Context: an optimization exercise on an open-source flow, tuned for small area. The choices shown serve that exercise and are no tape-out recipe.
Function was checked by simulation only, so behaviour that the tests miss may differ from the original.
Power figures rest on the tool's default switching activity, not on a simulated workload.

$ cat flow/design.v
module bp_counter_table (
    input  logic       clk,
    input  logic       rst_b,
    input  logic [7:0] i_rd_idx,
    output logic       o_rd_taken,
    input  logic       i_wr_en,
    input  logic [7:0] i_wr_idx,
    input  logic       i_wr_taken
);
    logic r_clr;
    always_ff @(posedge clk or negedge rst_b) begin
        if (!rst_b) r_clr <= 1'b1;
        else        r_clr <= 1'b0;
    end
    logic [15:0] w_row;
    logic [15:0] w_col;
    always_comb begin
        for (int r = 0; r < 16; r++) w_row[r] = i_wr_en && (i_wr_idx[7:4] == r[3:0]);
        for (int c = 0; c < 16; c++) w_col[c] = (i_wr_idx[3:0] == c[3:0]);
    end
    logic [255:0] w_h;       
    logic [255:0] w_ln;      
    logic         w_new_h, w_new_ln;
    logic [15:0]  w_row_h;   
    logic [15:0]  w_row_ln;  
    logic [15:0]  w_row_k;   
    logic [15:0]  w_col_k;   
    assign w_row_h  = w_row & {16{w_new_h}};
    assign w_row_ln = w_row & {16{w_new_ln}};
    assign w_row_k  = w_row | {16{r_clr}};
    assign w_col_k  = w_col | {16{r_clr}};
    for (genvar i = 0; i < 256; i++) begin : g_ent
        bp_ctr_entry u_ent (
            .clk      (clk),
            .i_col    (w_col[i % 16]),
            .i_row_k  (w_row_k[i / 16]),
            .i_col_k  (w_col_k[i % 16]),
            .i_row_h  (w_row_h[i / 16]),
            .i_row_ln (w_row_ln[i / 16]),
            .o_h      (w_h[i]),
            .o_ln     (w_ln[i])
        );
    end
    logic [15:0] w_rh_n, w_rln_n;
    for (genvar r = 0; r < 16; r++) begin : g_wr
        bp_ctr_rd16 u_rd_h  (.i_sel(w_col), .i_dat(w_h[r*16 +: 16]),  .o_or_n(w_rh_n[r]));
        bp_ctr_rd16 u_rd_ln (.i_sel(w_col), .i_dat(w_ln[r*16 +: 16]), .o_or_n(w_rln_n[r]));
    end
    logic w_cur_h, w_cur_ln;
    assign w_cur_h  = |(w_row & ~w_rh_n);
    assign w_cur_ln = |(w_row & ~w_rln_n);
    logic w_h_c, w_ln_c;
    assign w_h_c    = w_cur_h  & ~r_clr;
    assign w_ln_c   = w_cur_ln & ~r_clr;
    assign w_new_h  = (w_h_c & ~w_ln_c) | (w_h_c & i_wr_taken) | (~w_ln_c & i_wr_taken);
    assign w_new_ln = ~((w_h_c & w_ln_c) | (w_h_c & i_wr_taken) | (w_ln_c & i_wr_taken));
    logic [15:0] w_rd_col;
    logic [15:0] w_grp_n;
    logic        w_rd_h, w_byp;
    always_comb begin
        for (int c = 0; c < 16; c++) w_rd_col[c] = (i_rd_idx[3:0] == c[3:0]);
    end
    for (genvar g = 0; g < 16; g++) begin : g_rd
        bp_ctr_rd16 u_rd (.i_sel(w_rd_col), .i_dat(w_h[g*16 +: 16]), .o_or_n(w_grp_n[g]));
    end
    assign w_rd_h     = ~w_grp_n[i_rd_idx[7:4]] & ~r_clr;
    assign w_byp      = i_wr_en && (i_wr_idx == i_rd_idx);
    assign o_rd_taken = w_byp ? w_new_h : w_rd_h;
endmodule
module bp_ctr_entry (
    input  logic clk,
    input  logic i_row_k,
    input  logic i_col,
    input  logic i_col_k,
    input  logic i_row_h,
    input  logic i_row_ln,
    output logic o_h,
    output logic o_ln
);
    logic r_h, r_ln;
    logic w_keep, w_h_d, w_ln_d;
    assign w_keep = ~(i_row_k & i_col_k);
    assign w_h_d  = (i_col & i_row_h)  | (w_keep & r_h);
    assign w_ln_d = (i_col & i_row_ln) | (w_keep & r_ln);
    always_ff @(posedge clk) begin
        r_h  <= w_h_d;
        r_ln <= w_ln_d;
    end
    assign o_h  = r_h;
    assign o_ln = r_ln;
endmodule
module bp_ctr_aoi3 (
    input  logic [2:0] i_sel,
    input  logic [2:0] i_dat,
    output logic       o_n
);
    assign o_n = ~((i_sel[0] & i_dat[0]) | (i_sel[1] & i_dat[1]) | (i_sel[2] & i_dat[2]));
endmodule
module bp_ctr_rd16 (
    input  logic [15:0] i_sel,
    input  logic [15:0] i_dat,
    output logic        o_or_n
);
    logic [5:0] w_n;
    for (genvar k = 0; k < 5; k++) begin : g_k
        bp_ctr_aoi3 u_aoi (.i_sel(i_sel[k*3 +: 3]), .i_dat(i_dat[k*3 +: 3]), .o_n(w_n[k]));
    end
    assign w_n[5] = ~(i_sel[15] & i_dat[15]);
    assign o_or_n = &w_n;
endmodule
module bp_gshare_predictor (
    input  logic       clk,
    input  logic       rst_b,
    input  logic       pred_valid,
    input  logic [9:2] pred_addr,
    output logic       pred_resp_valid,
    output logic       pred_taken,
    output logic [7:0] pred_index,
    input  logic       upd_valid,
    input  logic [7:0] upd_index,
    input  logic       upd_taken,
    input  logic       upd_pred,
    output logic [7:0] ghr,
    output logic [15:0] miss_count
);
    logic [7:0]  r_ghr;
    logic [15:0] r_miss;
    logic        r_resp_valid;
    logic        r_taken;
    logic [7:0]  r_index;
    logic [7:0]  w_pred_idx;
    logic        w_pred_taken;
    assign w_pred_idx = pred_addr ^ r_ghr;
    bp_counter_table u_table (
        .clk        (clk),
        .rst_b      (rst_b),
        .i_rd_idx   (w_pred_idx),
        .o_rd_taken (w_pred_taken),
        .i_wr_en    (upd_valid),
        .i_wr_idx   (upd_index),
        .i_wr_taken (upd_taken)
    );
    logic       w_pv_n, w_uv_n;
    logic       w_taken_d;
    logic [7:0] w_index_d;
    logic [7:0] w_ghr_d;
    assign w_pv_n = ~pred_valid;
    assign w_uv_n = ~upd_valid;
    bp_ao22 u_taken_d (.i_a1(pred_valid), .i_a2(w_pred_taken), .i_b1(w_pv_n), .i_b2(r_taken), .o_y(w_taken_d));
    for (genvar k = 0; k < 8; k++) begin : g_hold
        bp_ao22 u_index_d (.i_a1(pred_valid), .i_a2(w_pred_idx[k]), .i_b1(w_pv_n), .i_b2(r_index[k]),
                           .o_y(w_index_d[k]));
        bp_ao22 u_ghr_d   (.i_a1(upd_valid), .i_a2((k == 0) ? upd_taken : r_ghr[k-1]), .i_b1(w_uv_n),
                           .i_b2(r_ghr[k]), .o_y(w_ghr_d[k]));
    end
    always_ff @(posedge clk or negedge rst_b) begin
        if (!rst_b) begin
            r_resp_valid <= 1'b0;
            r_taken      <= 1'b0;
            r_index      <= '0;
        end else begin
            r_resp_valid <= pred_valid;
            r_taken      <= w_taken_d;
            r_index      <= w_index_d;
        end
    end
    always_ff @(posedge clk or negedge rst_b) begin
        if (!rst_b) begin
            r_ghr <= '0;
        end else begin
            r_ghr <= w_ghr_d;
        end
    end
    logic [16:0] w_carry;
    logic [15:0] w_miss_d;
    assign w_carry[0] = upd_valid && (upd_taken != upd_pred) && (r_miss != 16'hffff);
    for (genvar k = 0; k < 16; k++) begin : g_miss
        assign w_carry[k+1] = w_carry[k] & r_miss[k];
        assign w_miss_d[k]  = r_miss[k] ^ w_carry[k];
    end
    always_ff @(posedge clk or negedge rst_b) begin
        if (!rst_b) begin
            r_miss <= '0;
        end else begin
            r_miss <= w_miss_d;
        end
    end
    assign pred_resp_valid = r_resp_valid;
    assign pred_taken      = r_taken;
    assign pred_index      = r_index;
    assign ghr             = r_ghr;
    assign miss_count      = r_miss;
endmodule
module bp_ao22 (
    input  logic i_a1,
    input  logic i_a2,
    input  logic i_b1,
    input  logic i_b2,
    output logic o_y
);
    assign o_y = (i_a1 & i_a2) | (i_b1 & i_b2);
endmodule
$ cat flow/flow/run.sh
#!/bin/bash
# Own layout flow: the standard synthesis script, except that ABC maps the
# combinational logic with an area-oriented script (flow/area.abc) instead of
# ORFS's delay-oriented one. Registers, their names and cell types are those
# of the standard synthesis (flip-flops are mapped before ABC runs, and ABC
# does not touch them). Then the standard layout from floorplan to finish,
# with a leaner clock tree (no dummy loads) and small port buffers.
# Every tool writes its full output to a log file in the work folder.
set -euo pipefail
W=$PWD
export MY_ABC_SCRIPT=$W/flow/area.abc
cat > $W/flow_synth.tcl <<'EOT'
proc abc {args} {
  set i [lsearch -exact $args -script]
  if {$i >= 0} { set args [lreplace $args $i [expr {$i+1}] -script $::env(MY_ABC_SCRIPT)] }
  yosys abc {*}$args
}
EOT
echo "source $W/synth_recipe.tcl" >> $W/flow_synth.tcl
source $W/flow/knobs.sh
bash standard.sh SYNTH_SCRIPT=$W/flow_synth.tcl synth > $W/flow_1_synth.log 2>&1
bash standard.sh SYNTH_SCRIPT=$W/flow_synth.tcl "${KNOBS[@]}" finish > $W/flow_2_layout.log 2>&1
$ cat flow/flow/area.abc
&get -n
&st
&dch
&nf -R 1000
&put
$ cat flow/flow/knobs.sh
KNOBS=(
  "CTS_ARGS=-sink_clustering_enable -repair_clock_nets -dont_use_dummy_load -sink_clustering_size 16 -sink_clustering_max_diameter 80 -sink_clustering_buffer sky130_fd_sc_hd__clkbuf_8 -buf_list sky130_fd_sc_hd__clkbuf_4"
  "BUFFER_PORTS_ARGS=-buffer_cell sky130_fd_sc_hd__buf_1"
)
$ cat flow/standard.sh
#!/bin/bash
# synth_recipe.tcl (not shown) runs the flow's synth.tcl, then flattens the netlist and writes it again
# the make line also repeats each setting of config.mk as NAME=value (left out here)
make -C /OpenROAD-flow-scripts/flow DESIGN_CONFIG=/design/flow/config.mk WORK_HOME=/design/flow/orfs CLKGATE_MAP_FILE= SYNTH_SCRIPT=/design/flow/synth_recipe.tcl "${@:-finish}"
$ cat flow/config.mk
export PLATFORM = sky130hd
export DESIGN_NAME = bp_gshare_predictor
export DESIGN_NICKNAME = bp_gshare_predictor
export VERILOG_FILES = /design/flow/design.v
export SDC_FILE = /design/flow/constraint.sdc
export NUM_CORES = 4
export LEC_CHECK = 0
export CAP_MARGIN = 0
export CORE_MARGIN = 2
export CORE_UTILIZATION = 62
export SLEW_MARGIN = 0
export SYNTH_HIERARCHICAL = 1
$ cat flow/constraint.sdc
create_clock -name core_clock -period 8.0 [get_ports {clk}]
set_input_delay 1.6000 -clock core_clock [delete_from_list [all_inputs] [get_ports {clk}]]
set_output_delay 1.6000 -clock core_clock [all_outputs]
set_load 0.01 [all_outputs]
==> results of run 1 <==
## power breakdown
group / internal, W / switching [W]
sequential: 0.00277 / 0.0000356
combinational: 0.000108 / 0.000383
clock: 0.000416 / 0.000854
## how the worst max path moves through the flow
stage                                         endpoint  slack, ns  depth (start not counted)
after floorplan           u_table.g_ent[100].u_ent.r_h       0.67                         11
after global placement    u_table.g_ent[148].u_ent.r_h       1.59                         14
after detailed placement  u_table.g_ent[157].u_ent.r_h       1.46                         14
after CTS                 u_table.g_ent[154].u_ent.r_h       2.23                         14
after global routing      u_table.g_ent[210].u_ent.r_h       1.89                         14
final                     u_table.g_ent[147].u_ent.r_h       1.92                         14
## Yosys stat by module, one instance, submodules excluded
| module | cells | cell area [sq um] | flops+latches |
|---|---|---|---|
| bp_gshare_predictor | 67 | 1170 | 34 |
| bp_counter_table | 186 | 1050 | 1 |
| bp_ctr_entry | 5 | 61.3 | 2 |
| bp_ctr_rd16 | 4 | 17.5 | 0 |
| bp_ctr_aoi3 | 1 | 10.0 | 0 |
| bp_ao22 | 1 | 8.76 | 0 |
## placed cells by master (no fill, tap or decap), drive strengths merged
master,netlist,layout
mux4,4,4
diode,0,2
dfrtp,34,34
and3,1,1
nor3,13,13
a21oi,1,1
nor2b,3,3
a22o,529,529
buf,0,135
a21o,1,1
nand3,105,105
clkinv,3,3
nor2,108,108
a31oi,1,1
o32ai,1,1
o21ai,3,3
nand2,318,318
dfstp,1,1
clkbuf,0,41
ha,15,15
xor2,17,17
nand2b,24,24
conb,1,1
a222oi,240,240
or2,16,16
dfxtp,512,512
nand4,6,6
nor4,8,8
o22ai,16,16
xnor2,1,1
## logic make-up (layout without fill, tap and decap cells)
group,after synthesis,after routing,synth area share
AOI/OAI and AO/OA,792,792,0.337
and+or+nand+nor,602,602,0.120
DFF,547,547,0.522
xor gates and xnor gates,18,18,0.00740
adders and majority gates,15,15,0.00881
muxes,4,4,0.00423
buffers and inverters,3,179,0.000528
other,1,3,0.000176
## synthesized netlist by cell type, drive strengths merged, types with 3 or more instances
cell | n | area (sq um)
or2 | 16 | 100
nor3 | 13 | 65.1
nand3 | 105 | 526
a222oi | 240 | 2400
nand4 | 6 | 37.5
nor4 | 8 | 50.1
clkinv | 3 | 11.3
a22o | 529 | 4630
dfrtp | 34 | 851
o21ai | 3 | 15.0
nand2 | 318 | 1190
nand2b | 24 | 150
ha | 15 | 188
nor2 | 108 | 405
dfxtp | 512 | 10200
xor2 | 17 | 149
nor2b | 3 | 18.8
o22ai | 16 | 100
mux4 | 4 | 90.1
## area by class of cell
type | count | area share
antenna | 2 | 0.000213
multi-input combinational | 1432 | 0.440
tap | 448 | 0.0239
inverter | 3 | 0.000480
clock buffer | 40 | 0.0221
sequential | 547 | 0.474
timing repair buffer | 136 | 0.0390
## state kept, by name, summed over array words and instances, names as in the netlist
name and cells:
r_miss 16, u_table.r_clr 1, r_resp_valid 1, u_table.g_ent.u_ent.r_ln 256, u_table.g_ent.u_ent.r_h 256, r_index 8
r_ghr 8, r_taken 1
## metal layers
| metal | track usage | routed length, um | vias to the layer above |
|---|---|---|---|
| met5 | 0 | 0 | - |
| met4 | 0.269 | 5950 | 0 |
| met3 | 0.106 | 10000 | 402 |
| met2 | 0.630 | 33100 | 1613 |
| met1 | 0.544 | 28700 | 9859 |
| li1 | - | - | 8632 |
## stage by stage
step	power [W]	std cells	hold slack (ns)	setup slack (ns)	util
2_1_floorplan	0.00309	1982	0.438	0.672	-
3_3_place_gp	0.00332	2566	0.452	1.59	0.681
3_5_place_dp	0.00333	2566	0.453	1.46	0.681
4_1_cts	0.00454	2606	0.472	2.23	0.697
5_1_grt	0.00469	2607	0.481	1.89	0.697
6_report	0.00457	2608	0.467	1.92	0.697
==> out/results.ini, run 1 <==
[logic_synthesis]
synth_edf_count = 0
number_of_unique_standard_cell_types_used_by_synthesis = 27
ys.flop_type = dfxtp_1
yosysWarnings = 9
synth_fp_nets = 2019
netlist_area_sq_um = 21300
post_synth_inst_count = 1982
synth.yosys.seq_area_share = 0.522
synth_seq_cells = 547
postSynthAreaPerCell_sq_um = 10.8
synth_async_sr_flop_share = 0.0640

[grt]
groute.usage.overall = 0.421
grt_start_max_net_pins = 66
grt_pass1_wl_mm = 116
antenna_violations_before_repair = 2
via_count_of_the_first_global_routing_pass = 19300
grt_overflow_total = 0

[route]
via_per_inst = 7.86
drt_pre_antenna_iters = 12
detailroute.via_count = 20500
drc_violations_left = 0
initialDrtViolationCount = 4177
routed_wl_mm = 77.8
wl_per_cell_um = 29.8
antenna_left = 0

[timing]
slew-limit-headroom = -0.0946
final-setup-viol-count = 0
timing.setup.tns_ns = 0
grt_setup_unrepaired = no
hold_violations = 0
slew_violations = 10
fin_skew_ns = 0.0642
fin_crit_ns = 6.08
final_period_utilization = 0.759
max_clk_rate_ghz = 0.165
tightest_slew_ns = 1.64

[setup_path]
critical_path.max_fanout = 42
cp_slowest_cell = nor2_1
critical_path.reg2reg.startpoint = r_ghr[0]
cp_slowest_stage_delay_ns = 1.08
criticalPathCategory = primary input to register
critPathCaptureType = register
critPathLaunch = upd_index[0]
cpMostUsedCell = nor2_1
startpoint_type = primary input
critical_path_buf_inv_count = 2
worstPathArrival_ns = 6.78
ff2ff_path_depth = 14
worst_path_dominant_cell_family = simple AND/OR/NAND/NOR gates
regToRegEndpoint = r_taken
setup.reg_to_reg.worst_slack_ns = 3.13
cp_cell_sequence = buf_1 > nand2b_1 > nor2_4 > buf_4 > a222oi_1 > nand3_1 > nor2_1 > o22ai_1 > nor4_1 > a21oi_1 > nand2_1 > a21o_1 > nor2_1 > a22o_1
crit_required_ns = 8.71

[outcome]
violated_layout_checks = max-capacitance violations, max-slew violations
run_status = failed layout checks

[clock_tree]
cts_root_buffer = clkbuf_4
clk_path_buf_depth = 3
tritoncts_num_sinks = 547
cts_tree = done
cts_post_setup_buffers_inserted = 0
post_cts_resized = 0
cts.htree.levels = 2
cts_hold_repair.buffers = 0
cts_made_buffers = 40
clk_latency_ns = 0.80
clkSlewWorstSetupHoldPaths_ns = 0.10

[layout]
drive_above_1_share = 0.0732
layout_area_growth_over_synthesis_pct = 10.2
post-route-cell-area_sq_um = 23500
finish.net_count = 2197
multi_input_comb_area_sq_um = 10300
nFillCells = 2647
regArea_sq_um = 11100

[die]
full_die_area_sq_um = 35900
io-pin-count = 56
die_width_um = 189
row_count = 67
die_h_um = 189
initial_core_util = 0.632
floorplan.core_area_sq_um = 33700

[place]
numPortBuffers = 55
globalplace.congestion = 0.947
detailedPlacementHpwl_mm = 48.3
placedInstanceArea_sq_um = 23000

[run]
cap_viol_max_count = 1

[power_and_ir_drop]
power_density_nw_per_um2 = 194
irDropWorstVdd_mv = 0.174
total_leakage_power_nw = 9.03

[min_path]
hold_removal_path_class = register to register
holdPathEnd = u_table.g_ent[36].u_ent.r_ln
holdCritStartpoint = u_table.g_ent[36].u_ent.r_ln
worstHoldPathCells = 1

==> run 2, diff against run 1 <==
--- a/flow/config.mk
+++ b/flow/config.mk
@@ -9,3 +9,3 @@
 export CORE_MARGIN = 2
-export CORE_UTILIZATION = 62
+export CORE_UTILIZATION = 78
 export SLEW_MARGIN = 0
==> out/results.ini, run 2 <==
[clock_tree]
cts_root_buffer = clkbuf_4
cts_made_buffers = 40  ; unchanged
cts_tree = done
post_cts_resized = 0  ; unchanged
cts_hold_repair.buffers = 0  ; unchanged
cts_post_setup_buffers_inserted = 0  ; unchanged
clk_path_buf_depth = 3  ; unchanged
clkSlewWorstSetupHoldPaths_ns = 0.09  ; about the same
tritoncts_num_sinks = 547  ; unchanged
clk_latency_ns = 0.80  ; about the same
cts.htree.levels = 2  ; unchanged

[logic_synthesis]
synth_seq_cells = 547  ; unchanged
yosysTopAreaCellShare = 0.481  ; unchanged
ys_top_cells_by_area = dfxtp_1, a22o_1, a222oi_1
postSynthAreaPerCell_sq_um = 10.8  ; unchanged
synth.yosys.seq_area_share = 0.522  ; unchanged
synthDominantAreaCellType = dfxtp_1
number_of_unique_standard_cell_types_used_by_synthesis = 27  ; unchanged
synth_top_cells_by_count = a22o_1, dfxtp_1, nand2_1
ys.flop_type = dfxtp_1
synth_most_common_cell = a22o_1
netlist_area_sq_um = 21300  ; unchanged
synth_async_sr_flop_share = 0.0640  ; unchanged
post_synth_inst_count = 1982  ; unchanged
yosysWarnings = 9  ; unchanged
synth_fp_nets = 2019  ; unchanged
synth_edf_count = 0  ; unchanged

[setup_path]
cpMostUsedCell = nor2_1
setup.reg_to_reg.worst_slack_ns = 3.21  ; +0.08 ns
ff2ff_path_depth = 13  ; -1
cp_cell_sequence = buf_1 > nand2b_1 > nor2_4 > buf_4 > a222oi_1 > nand3_1 > nor2_1 > o22ai_1 > nor4_1 > a31oi_1 > o21ai_0 > nand2_1 > nor2_1 > a22o_1
critical_path_buf_inv_count = 2  ; unchanged
worstPathArrival_ns = 7.01  ; +0.23 ns
worst_path_dominant_cell_family = simple AND/OR/NAND/NOR gates
regToRegEndpoint = r_taken
critical_path.reg2reg.startpoint = r_ghr[2]
crit_required_ns = 8.67  ; -0.04 ns
critPathCaptureType = register
critPathLaunch = upd_index[2]
cp_slowest_cell = nor2_1
startpoint_type = primary input
cp_slowest_stage_delay_ns = 1.21  ; +0.13 ns
critical_path.max_fanout = 37  ; -12%
criticalPathCategory = primary input to register

[min_path]
hold_removal_path_class = register to register
holdPathEnd = u_table.g_ent[228].u_ent.r_ln
holdCritStartpoint = u_table.g_ent[228].u_ent.r_ln
worstHoldPathCells = 1  ; unchanged

[route]
via_per_inst = 8.44  ; +7.4%
antenna_left = 0  ; unchanged
wl_per_cell_um = 30.2  ; +1.2%
routed_wl_mm = 74.8  ; -3.8%
initialDrtViolationCount = 5543  ; +33%
drc_violations_left = 0  ; unchanged
detailroute.via_count = 20900  ; +2.1%
drt_pre_antenna_iters = 14  ; +2

[die]
io-pin-count = 56  ; unchanged
initial_core_util = 0.793  ; +0.161
row_count = 60  ; -10%
die_width_um = 169  ; -11%
floorplan.core_area_sq_um = 26900  ; -20%
die_h_um = 169  ; -11%
full_die_area_sq_um = 28700  ; -20%

[outcome]
run_status = failed layout checks
violated_layout_checks = max-capacitance violations, max-slew violations

[layout]
largest_registers = u_table.g_ent.u_ent.r_h: 256 flops, u_table.g_ent.u_ent.r_ln: 256 flops, r_miss: 16 flops
most_frequent_standard_cell_in_the_layout_excluding_fill_and_tap_cells = a22o_1
finish.net_count = 2173  ; -1.1%
layout_area_growth_over_synthesis_pct = 8.26
finalCoreUtilization = 0.858  ; +0.162
drive_above_1_share = 0.0623  ; -0.0109
most-common-layout-cells = a22o_1, dfxtp_1, nand2_1

[power_and_ir_drop]
total_leakage_power_nw = 8.88  ; -1.7%
irDropWorstVdd_mv = 0.175  ; +0.49%
fin_total_pwr_w = 0.00453  ; -0.73%
power_density_nw_per_um2 = 196  ; +1.0%

[grt]
grt_start_max_net_pins = 66  ; unchanged
groute.usage.overall = 0.500  ; +0.0796
via_count_of_the_first_global_routing_pass = 19600  ; +1.3%
grt_pass1_wl_mm = 111  ; -4.2%
antenna_violations_before_repair = 7  ; +5
grt_overflow_total = 0  ; unchanged

[timing]
fin_skew_ns = 0.0714  ; +0.00714 ns
final_period_utilization = 0.792  ; +0.0325
slew-limit-headroom = -0.0616  ; +0.0330
hold_violations = 0  ; unchanged
tightest_slew_ns = 1.59  ; -0.0452 ns
final-setup-viol-count = 0  ; unchanged
fin_crit_ns = 6.34  ; +0.260 ns
max_clk_rate_ghz = 0.158  ; -4.1%
grt_setup_unrepaired = no
timing.setup.tns_ns = 0  ; unchanged
slew_violations = 34  ; +24
fin_ws_ns = 1.66  ; -0.260 ns

[run]
cap_viol_max_count = 2  ; +1

[place]
detailedPlacementHpwl_mm = 46.0  ; -4.7%
globalplace.congestion = 0.985  ; +4.0%
pre_cts_slack_ns = 1.34  ; -0.122 ns
numPortBuffers = 55  ; unchanged

[run 2: cell types whose count changed in the layout (fill, tap and decap cells not counted)]
cell	previous run	this run
nor2_1	91	92
or2_1	0	1
nor2_2	8	7
buf_12	8	0
buf_4	73	57
diode_2	2	5
or2_0	16	15
[run 2: worst max-delay path by stage]
stage	end	slack (ns)	depth (start not counted)
6_report	u_table.g_ent[111].u_ent.r_ln	1.66	14
5_1_grt	u_table.g_ent[111].u_ent.r_ln	1.58	14
4_1_cts	u_table.g_ent[99].u_ent.r_ln	1.99	14
3_5_place_dp	u_table.g_ent[106].u_ent.r_ln	1.34	14
3_3_place_gp	u_table.g_ent[92].u_ent.r_ln	1.55	14
2_1_floorplan	u_table.g_ent[100].u_ent.r_h	0.67	11
[run 2: layout make-up]
class                           count  area, sq um
Tap cell                          341          427
Fill cell                        1496         3810
Inverter                            3         11.3
Antenna cell                        5         12.5
Multi-Input combinational cell   1432        10300
Clock buffer                       40          519
Sequential cell                   547        11100
Timing Repair Buffer              112          636
[run 2: report_power, final]
group	leakage [nW]	internal, W	switching [W]
Combinational	4.03	0.000102	0.000377
Clock	0.275	0.000416	0.000830
Sequential	4.58	0.00277	0.0000394
Total	8.88	0.00329	0.00125
[run 2: per-module statistics from Yosys, one instance, submodules excluded]
module,cell area [sq um],copies in the design,cells inside,flip-flops and latches
bp_ctr_rd16,17.5,48,4,0
bp_ao22,8.76,17,1,0
bp_gshare_predictor,1170,1,67,34
bp_ctr_entry,61.3,256,5,2
bp_ctr_aoi3,10.0,240,1,0
bp_counter_table,1050,1,186,1
[run 2: metal layers]
layer | GRT usage | vias to the layer above | wire (um)
met5 | 0 | - | 48
met4 | 0.358 | 6 | 6940
met3 | 0.157 | 578 | 11900
met2 | 0.733 | 2105 | 30800
met1 | 0.627 | 9658 | 25100
li1 | - | 8586 | -
[run 2: worst reg2reg max path, cell delays in order, from the launching register on]
cell,delay [ns]
dfrtp_1,0.46
xor2_1,0.80
nand2b_1,0.33
nor2_2,1.27
a222oi_1,0.37
nand3_1,0.17
nor2_1,0.09
mux4_2,0.53
nor2_1,0.13
o32ai_1,0.10
nor2_1,0.11
nand2_1,0.05
o21ai_0,0.14
a22o_1,0.20
[run 2: cells by family (layout without fill, tap and decap cells)]
logic type,count (synthesis),in the layout,share of synthesized area
xor gates and xnor gates,18,18,0.00740
AOI/OAI and AO/OA,792,792,0.337
DFF,547,547,0.522
other,1,6,0.000176
muxes,4,4,0.00423
and+or+nand+nor,602,602,0.120
adders and majority gates,15,15,0.00881
buffers and inverters,3,155,0.000528
[run 2: through the flow]
step           hold slack, ns  std cells  instance area (sq um)
6_report                0.472       2480                  23100
5_1_grt                 0.474       2477                  23100
4_1_cts                 0.471       2475                  23100
3_5_place_dp            0.451       2435                  22500
3_3_place_gp            0.450       2435                  22500
2_1_floorplan           0.438       1982                  21300

==> re-timing with driven ports <==
The flow's constraints put no driver on any port. The routed layouts listed below were extracted and timed again, unchanged, in two steps.
Step 1 sets driving cells, clkbuf_16 on the clock port and buf_2 on the other inputs (assumed; they add their load-dependent delay and slew).
Step 2 moves the port delays by t, midway between the first and last clock arrival at a register: inputs arrive t later, outputs are due t later. That takes back most of the time a late clock gives input paths.
Slacks: no drivers / after step 1 / after step 2; pairs: no drivers / after step 1.
| run | t (ns) | slack for setup (ns) | worst setup path after step 2 | clock arrival spread, ns |
|---|---|---|---|---|
| run 1 | 0.819 | 1.924 / 1.937 / 1.119 | input to register | 0.064 / 0.065 |
| run 2 | 0.810 | 1.664 / 1.686 / 0.875 | input to register | 0.071 / 0.071 |
For run 1, which loses most, drivers alone change the setup slack by +0.013 ns; drivers and shift together by -0.805 ns.
